Context: an optimization exercise on an open-source flow, tuned for small area, a short achievable clock period and few clock cycles per item. The choices shown serve that exercise and are no tape-out recipe.
Where RTL was checked, it was by simulation tests only, not by an equivalence proof against the original.

==> inputs of v34 <==
// token_bucket_shaper
module token_bucket_shaper #(
  parameter int unsigned QUEUE_DEPTH = 16
) (
  input  logic                         clk,
  input  logic                         rst,
  input  logic                         cfg_wen,
  input  logic [tbs_pkg::TOKEN_W-1:0]  cfg_wdata,    
  input  logic                         s_tvalid,
  output logic                         s_tready,
  input  logic [47:0]                  s_tdata,      
  input  logic                         s_tuser,      
  output logic                         m_tvalid,
  input  logic                         m_tready,
  output logic [55:0]                  m_tdata,      
  output logic [3:0]                   m_tuser       
);
Settings: LEC_CHECK=0, CAP_MARGIN=20, CORE_MARGIN=2, CORE_UTILIZATION=60, SETUP_SLACK_MARGIN=3.5, SLEW_MARGIN=20, TNS_END_PERCENT=10; clock period 5.5 ns.
run.sh (not shown) runs the stock make flow with config.mk's settings and CLKGATE_MAP_FILE= SYNTH_SCRIPT=/design/flow/synth_recipe.tcl, a recipe that flattens the netlist after the stock synthesis.
==> v9 (differences from v34) <==
--- a/flow/design.v
+++ b/flow/design.v
@@ -72,34 +72,56 @@
         g[i] = g[i] | (p[i] & g[i-k]);
         p[i] = p[i] & p[i-k];
       end
     end
     sub_ks = {g[TW-1], x ^ {g[TW-2:0], 1'b1}};
   endfunction
+  function automatic logic [2*TW+1:0] sub_cs(input logic [TW-1:0] a, input logic [TW-1:0] b);
+    logic [TW-1:0] g;
+    logic [TW-1:0] p;
+    logic [TW-1:0] x;
+    x = a ^ ~b;
+    g = a & ~b;
+    p = x;
+    for (int k = 1; k < TW; k = k * 2) begin
+      for (int i = TW - 1; i >= k; i--) begin
+        g[i] = g[i] | (p[i] & g[i-k]);
+        p[i] = p[i] & p[i-k];
+      end
+    end
+    sub_cs = {g[TW-1], x ^ {g[TW-2:0], 1'b0},
+              g[TW-1] | p[TW-1], x ^ ({g[TW-2:0], 1'b0} | {p[TW-2:0], 1'b1})};
+  endfunction
+  function automatic logic [TW-1:0] dec_t(input logic [TW-1:0] a);
+    logic [TW-1:0] c;
+    c[0] = 1'b1;
+    for (int i = 1; i < TW; i++) c[i] = ~|(a & ((TW'(1) << i) - 1'b1));
+    dec_t = a ^ c;
+  endfunction
   function automatic logic [TW-1:0] inc_t(input logic [TW-1:0] a);
     logic [TW-1:0] c;
     c[0] = 1'b1;
-    for (int i = 1; i < TW; i++) c[i] = c[i-1] & a[i-1];
+    for (int i = 1; i < TW; i++) c[i] = &(a | ~((TW'(1) << i) - 1'b1));
     inc_t = a ^ c;
   endfunction
   function automatic logic [CW-1:0] inc_c(input logic [CW-1:0] a);
     logic [CW-1:0] c;
     c[0] = 1'b1;
-    for (int i = 1; i < CW; i++) c[i] = c[i-1] & a[i-1];
+    for (int i = 1; i < CW; i++) c[i] = &(a | ~((CW'(1) << i) - 1'b1));
     inc_c = a ^ c;
   endfunction
   function automatic logic [CW-1:0] dec_c(input logic [CW-1:0] a);
     logic [CW-1:0] c;
     c[0] = 1'b1;
-    for (int i = 1; i < CW; i++) c[i] = c[i-1] & !a[i-1];
+    for (int i = 1; i < CW; i++) c[i] = ~|(a & ((CW'(1) << i) - 1'b1));
     dec_c = a ^ c;
   endfunction
   function automatic logic [PW-1:0] inc_p(input logic [PW-1:0] a);
     logic [PW-1:0] c;
     c[0] = 1'b1;
-    for (int i = 1; i < PW; i++) c[i] = c[i-1] & a[i-1];
+    for (int i = 1; i < PW; i++) c[i] = &(a | ~((PW'(1) << i) - 1'b1));
     inc_p = a ^ c;
   endfunction
   logic               sk_v;
   logic               sk_kind;
   logic [IW-1:0]      sk_id;
   logic [TW-1:0]      sk_need;
@@ -116,27 +138,29 @@
   logic [TW-1:0]      bucket_size;
   logic [TW-1:0]      tokens;
   logic [CW-1:0]      count;
   logic [PW-1:0]      head;
   logic [PW-1:0]      head1;       
   logic [PW-1:0]      tail;
-  logic [TW-1:0]      head_need;
+  logic [TW-1:0]      head_need_m1;    
+  logic               head_need_z;     
   logic [IW-1:0]      mem_id   [QUEUE_DEPTH];
   logic [TW-1:0]      mem_need [QUEUE_DEPTH];
   logic               accept;
   logic               fire;
   logic               in_load;
   logic               q_empty;
   logic               q_full;
   logic [TW-1:0]      s_need;
   logic               s_big;
   logic [TW:0]        s_cmp;
   logic               is_tick;
   logic [TW-1:0]      tok_p1;
-  logic [TW:0]        dif_h;       
-  logic [TW:0]        dif_h1;      
+  logic [2*TW+1:0]    dif_hh;      
+  logic               ge_h;
+  logic               ge_h1;
   logic [TW:0]        dif_n;       
   logic [TW:0]        dif_b;       
   logic               lt;
   logic               tick_rel;
   logic               pass;
   logic               push;
@@ -155,18 +179,19 @@
   assign q_full   = count[CW-1];
   assign s_need   = s_tdata[tbs_pkg::ENTRY_W-1:IW];
   assign s_cmp    = sub_ks(bucket_size, s_need);
   assign s_big    = !s_cmp[TW];
   assign is_tick  = (in_kind == tbs_pkg::REQ_TICK);
   assign tok_p1   = inc_t(tokens);
-  assign dif_h    = sub_ks(tokens, head_need);
-  assign dif_h1   = sub_ks(tok_p1, head_need);
+  assign dif_hh   = sub_cs(tokens, head_need_m1);
+  assign ge_h     = dif_hh[2*TW+1] || head_need_z;
+  assign ge_h1    = dif_hh[TW] || head_need_z;
   assign dif_n    = sub_ks(tokens, in_need);
   assign dif_b    = sub_ks(tokens, bucket_size);
   assign lt       = !dif_b[TW];
-  assign tick_rel = !q_empty && (lt ? dif_h1[TW] : dif_h[TW]);
+  assign tick_rel = !q_empty && (lt ? ge_h1 : ge_h);
   assign pass     = !in_big && q_empty && dif_n[TW];
   assign pop      = is_tick && tick_rel;
   assign push     = !is_tick && !in_big && !pass && !q_full;
   always_comb begin
     if (is_tick) begin
       ev_next  = lt ? tbs_pkg::EV_TOKEN_ADDED : tbs_pkg::EV_TOKEN_DROPPED;
@@ -180,14 +205,14 @@
       else if (q_full) ev_next = tbs_pkg::EV_QUEUE_FULL;
       else             ev_next = tbs_pkg::EV_QUEUED;
     end
   end
   always_comb begin
     if (is_tick) begin
-      if (lt) tokens_next = tick_rel ? dif_h1[TW-1:0] : tok_p1;
-      else    tokens_next = tick_rel ? dif_h[TW-1:0]  : tokens;
+      if (lt) tokens_next = tick_rel ? dif_hh[TW-1:0]      : tok_p1;
+      else    tokens_next = tick_rel ? dif_hh[2*TW:TW+1]   : tokens;
     end else begin
       tokens_next = pass ? dif_n[TW-1:0] : tokens;
     end
   end
   always_comb begin
     next_need = '0;
@@ -261,15 +286,17 @@
     end
     if (fire) begin
       out_ev  <= ev_next;
       out_rel <= rel_next;
       out_rid <= rid_next;
       if (pop) begin
-        head_need <= next_need;
+        head_need_m1 <= dec_t(next_need);
+        head_need_z  <= (next_need == '0);
       end else if (q_empty) begin
-        head_need <= in_need;
+        head_need_m1 <= dec_t(in_need);
+        head_need_z  <= (in_need == '0);
       end
     end
     if (!q_full) begin
       mem_id[tail]   <= in_id;
       mem_need[tail] <= in_need;
     end
Settings changed: ABC_AREA from default to 1.
==> v12 (differences from v34) <==
--- a/flow/design.v
+++ b/flow/design.v
@@ -72,34 +72,56 @@
         g[i] = g[i] | (p[i] & g[i-k]);
         p[i] = p[i] & p[i-k];
       end
     end
     sub_ks = {g[TW-1], x ^ {g[TW-2:0], 1'b1}};
   endfunction
+  function automatic logic [2*TW+1:0] sub_cs(input logic [TW-1:0] a, input logic [TW-1:0] b);
+    logic [TW-1:0] g;
+    logic [TW-1:0] p;
+    logic [TW-1:0] x;
+    x = a ^ ~b;
+    g = a & ~b;
+    p = x;
+    for (int k = 1; k < TW; k = k * 2) begin
+      for (int i = TW - 1; i >= k; i--) begin
+        g[i] = g[i] | (p[i] & g[i-k]);
+        p[i] = p[i] & p[i-k];
+      end
+    end
+    sub_cs = {g[TW-1], x ^ {g[TW-2:0], 1'b0},
+              g[TW-1] | p[TW-1], x ^ ({g[TW-2:0], 1'b0} | {p[TW-2:0], 1'b1})};
+  endfunction
+  function automatic logic [TW-1:0] dec_t(input logic [TW-1:0] a);
+    logic [TW-1:0] c;
+    c[0] = 1'b1;
+    for (int i = 1; i < TW; i++) c[i] = ~|(a & ((TW'(1) << i) - 1'b1));
+    dec_t = a ^ c;
+  endfunction
   function automatic logic [TW-1:0] inc_t(input logic [TW-1:0] a);
     logic [TW-1:0] c;
     c[0] = 1'b1;
-    for (int i = 1; i < TW; i++) c[i] = c[i-1] & a[i-1];
+    for (int i = 1; i < TW; i++) c[i] = &(a | ~((TW'(1) << i) - 1'b1));
     inc_t = a ^ c;
   endfunction
   function automatic logic [CW-1:0] inc_c(input logic [CW-1:0] a);
     logic [CW-1:0] c;
     c[0] = 1'b1;
-    for (int i = 1; i < CW; i++) c[i] = c[i-1] & a[i-1];
+    for (int i = 1; i < CW; i++) c[i] = &(a | ~((CW'(1) << i) - 1'b1));
     inc_c = a ^ c;
   endfunction
   function automatic logic [CW-1:0] dec_c(input logic [CW-1:0] a);
     logic [CW-1:0] c;
     c[0] = 1'b1;
-    for (int i = 1; i < CW; i++) c[i] = c[i-1] & !a[i-1];
+    for (int i = 1; i < CW; i++) c[i] = ~|(a & ((CW'(1) << i) - 1'b1));
     dec_c = a ^ c;
   endfunction
   function automatic logic [PW-1:0] inc_p(input logic [PW-1:0] a);
     logic [PW-1:0] c;
     c[0] = 1'b1;
-    for (int i = 1; i < PW; i++) c[i] = c[i-1] & a[i-1];
+    for (int i = 1; i < PW; i++) c[i] = &(a | ~((PW'(1) << i) - 1'b1));
     inc_p = a ^ c;
   endfunction
   logic               sk_v;
   logic               sk_kind;
   logic [IW-1:0]      sk_id;
   logic [TW-1:0]      sk_need;
@@ -116,57 +138,64 @@
   logic [TW-1:0]      bucket_size;
   logic [TW-1:0]      tokens;
   logic [CW-1:0]      count;
   logic [PW-1:0]      head;
   logic [PW-1:0]      head1;       
   logic [PW-1:0]      tail;
-  logic [TW-1:0]      head_need;
+  logic [TW-1:0]      head_need_m1;    
+  logic               head_need_z;     
   logic [IW-1:0]      mem_id   [QUEUE_DEPTH];
-  logic [TW-1:0]      mem_need [QUEUE_DEPTH];
+  logic [TW-1:0]      mem_need_m1 [QUEUE_DEPTH];    
+  logic               mem_need_z  [QUEUE_DEPTH];    
   logic               accept;
   logic               fire;
   logic               in_load;
   logic               q_empty;
   logic               q_full;
   logic [TW-1:0]      s_need;
   logic               s_big;
   logic [TW:0]        s_cmp;
   logic               is_tick;
   logic [TW-1:0]      tok_p1;
-  logic [TW:0]        dif_h;       
-  logic [TW:0]        dif_h1;      
+  logic [2*TW+1:0]    dif_hh;      
+  logic               ge_h;
+  logic               ge_h1;
   logic [TW:0]        dif_n;       
   logic [TW:0]        dif_b;       
   logic               lt;
   logic               tick_rel;
   logic               pass;
   logic               push;
   logic               pop;
   logic [TW-1:0]      tokens_next;
   tbs_pkg::event_t    ev_next;
   logic               rel_next;
   logic [IW-1:0]      rid_next;
-  logic [TW-1:0]      next_need;
+  logic [TW-1:0]      next_need_m1;
+  logic               next_need_z;
+  logic [TW-1:0]      in_need_m1;
+  logic               in_need_z;
   logic [IW-1:0]      head_id;
   assign s_tready = !sk_v;
   assign accept   = s_tvalid && !sk_v;
   assign fire     = in_v && (!out_v || m_tready);
   assign in_load  = !in_v || fire;
   assign q_empty  = (count == '0);
   assign q_full   = count[CW-1];
   assign s_need   = s_tdata[tbs_pkg::ENTRY_W-1:IW];
   assign s_cmp    = sub_ks(bucket_size, s_need);
   assign s_big    = !s_cmp[TW];
   assign is_tick  = (in_kind == tbs_pkg::REQ_TICK);
   assign tok_p1   = inc_t(tokens);
-  assign dif_h    = sub_ks(tokens, head_need);
-  assign dif_h1   = sub_ks(tok_p1, head_need);
+  assign dif_hh   = sub_cs(tokens, head_need_m1);
+  assign ge_h     = dif_hh[2*TW+1] || head_need_z;
+  assign ge_h1    = dif_hh[TW] || head_need_z;
   assign dif_n    = sub_ks(tokens, in_need);
   assign dif_b    = sub_ks(tokens, bucket_size);
   assign lt       = !dif_b[TW];
-  assign tick_rel = !q_empty && (lt ? dif_h1[TW] : dif_h[TW]);
+  assign tick_rel = !q_empty && (lt ? ge_h1 : ge_h);
   assign pass     = !in_big && q_empty && dif_n[TW];
   assign pop      = is_tick && tick_rel;
   assign push     = !is_tick && !in_big && !pass && !q_full;
   always_comb begin
     if (is_tick) begin
       ev_next  = lt ? tbs_pkg::EV_TOKEN_ADDED : tbs_pkg::EV_TOKEN_DROPPED;
@@ -180,23 +209,27 @@
       else if (q_full) ev_next = tbs_pkg::EV_QUEUE_FULL;
       else             ev_next = tbs_pkg::EV_QUEUED;
     end
   end
   always_comb begin
     if (is_tick) begin
-      if (lt) tokens_next = tick_rel ? dif_h1[TW-1:0] : tok_p1;
-      else    tokens_next = tick_rel ? dif_h[TW-1:0]  : tokens;
+      if (lt) tokens_next = tick_rel ? dif_hh[TW-1:0]      : tok_p1;
+      else    tokens_next = tick_rel ? dif_hh[2*TW:TW+1]   : tokens;
     end else begin
       tokens_next = pass ? dif_n[TW-1:0] : tokens;
     end
   end
+  assign in_need_m1 = dec_t(in_need);
+  assign in_need_z  = (in_need == '0);
   always_comb begin
-    next_need = '0;
+    next_need_m1 = '0;
+    next_need_z  = 1'b0;
     head_id   = '0;
     for (int i = 0; i < QUEUE_DEPTH; i++) begin
-      next_need = next_need | (mem_need[i] & {TW{head1 == PW'(i)}});
+      next_need_m1 = next_need_m1 | (mem_need_m1[i] & {TW{head1 == PW'(i)}});
+      next_need_z  = next_need_z  | (mem_need_z[i]  & (head1 == PW'(i)));
       head_id   = head_id   | (mem_id[i]   & {IW{head  == PW'(i)}});
     end
   end
   always_ff @(posedge clk) begin
     if (rst) begin
       sk_v        <= 1'b0;
@@ -261,20 +294,23 @@
     end
     if (fire) begin
       out_ev  <= ev_next;
       out_rel <= rel_next;
       out_rid <= rid_next;
       if (pop) begin
-        head_need <= next_need;
+        head_need_m1 <= next_need_m1;
+        head_need_z  <= next_need_z;
       end else if (q_empty) begin
-        head_need <= in_need;
+        head_need_m1 <= in_need_m1;
+        head_need_z  <= in_need_z;
       end
     end
     if (!q_full) begin
       mem_id[tail]   <= in_id;
-      mem_need[tail] <= in_need;
+      mem_need_m1[tail] <= in_need_m1;
+      mem_need_z[tail]  <= in_need_z;
     end
   end
   assign m_tvalid = out_v;
   assign m_tdata  = {3'b000, count, tokens, out_rid};
   assign m_tuser  = {out_rel, out_ev};
 endmodule
Settings changed: ABC_AREA from default to 1, CORE_UTILIZATION 60 to 70, SETUP_SLACK_MARGIN 3.5 to 3.0, TNS_END_PERCENT 10 to default.
==> summary of the runs <==
- Die area, lowest first: v12, v34, v9.
- Design area: v9 is larger than v12 (about 1.1%).
- In v12 the wire length is larger than in v9, by about 4%.
- Critical path depth: v12 < v9 < v34.
Testbench counts of v9, summed over its fixed seeds: cycles 16,080, items 16,000.
Testbench counts of v12, summed over its fixed seeds: cycles 16,080, items 16,000.
No functional check of the RTL was part of v34.

## port drivers added, routing unchanged
The results above use ideal ports. As a check the final layouts listed here were re-extracted and re-timed, cells and wires unchanged. Step 1 (the two cells are an assumption about what drives the block):
set clk [get_ports {clk}]
set_driving_cell -lib_cell sky130_fd_sc_hd__clkbuf_16 $clk
set_driving_cell -lib_cell sky130_fd_sc_hd__buf_2 [delete_from_list [all_inputs] $clk]
Step 2 times the ports against the registers' clock, not the clock port: input delays grow and output delays shrink by t, the midpoint of the rising clock arrivals with the driver on. Slacks: no drivers / after step 1 / after step 2; pairs: no drivers / after step 1.
run | t, ns | setup WS [ns] | worst setup path after step 2 | worst register clock-pin slew, ns | cell pins on the clock port's net
v34 | 0.708 | 0.722 / 0.722 / 0.722 | register to register | 0.07 / 0.07 | 1
v9 | 0.708 | 2.659 / 2.659 / 2.240 | input to register | 0.07 / 0.07 | 1
v12 | 0.710 | 2.619 / 2.619 / 2.252 | input to register | 0.07 / 0.07 | 1
After both steps setup and hold are still met in every run listed. For v9, which loses most, drivers alone change the setup slack by 0.000 ns; drivers and shift together by -0.419 ns.
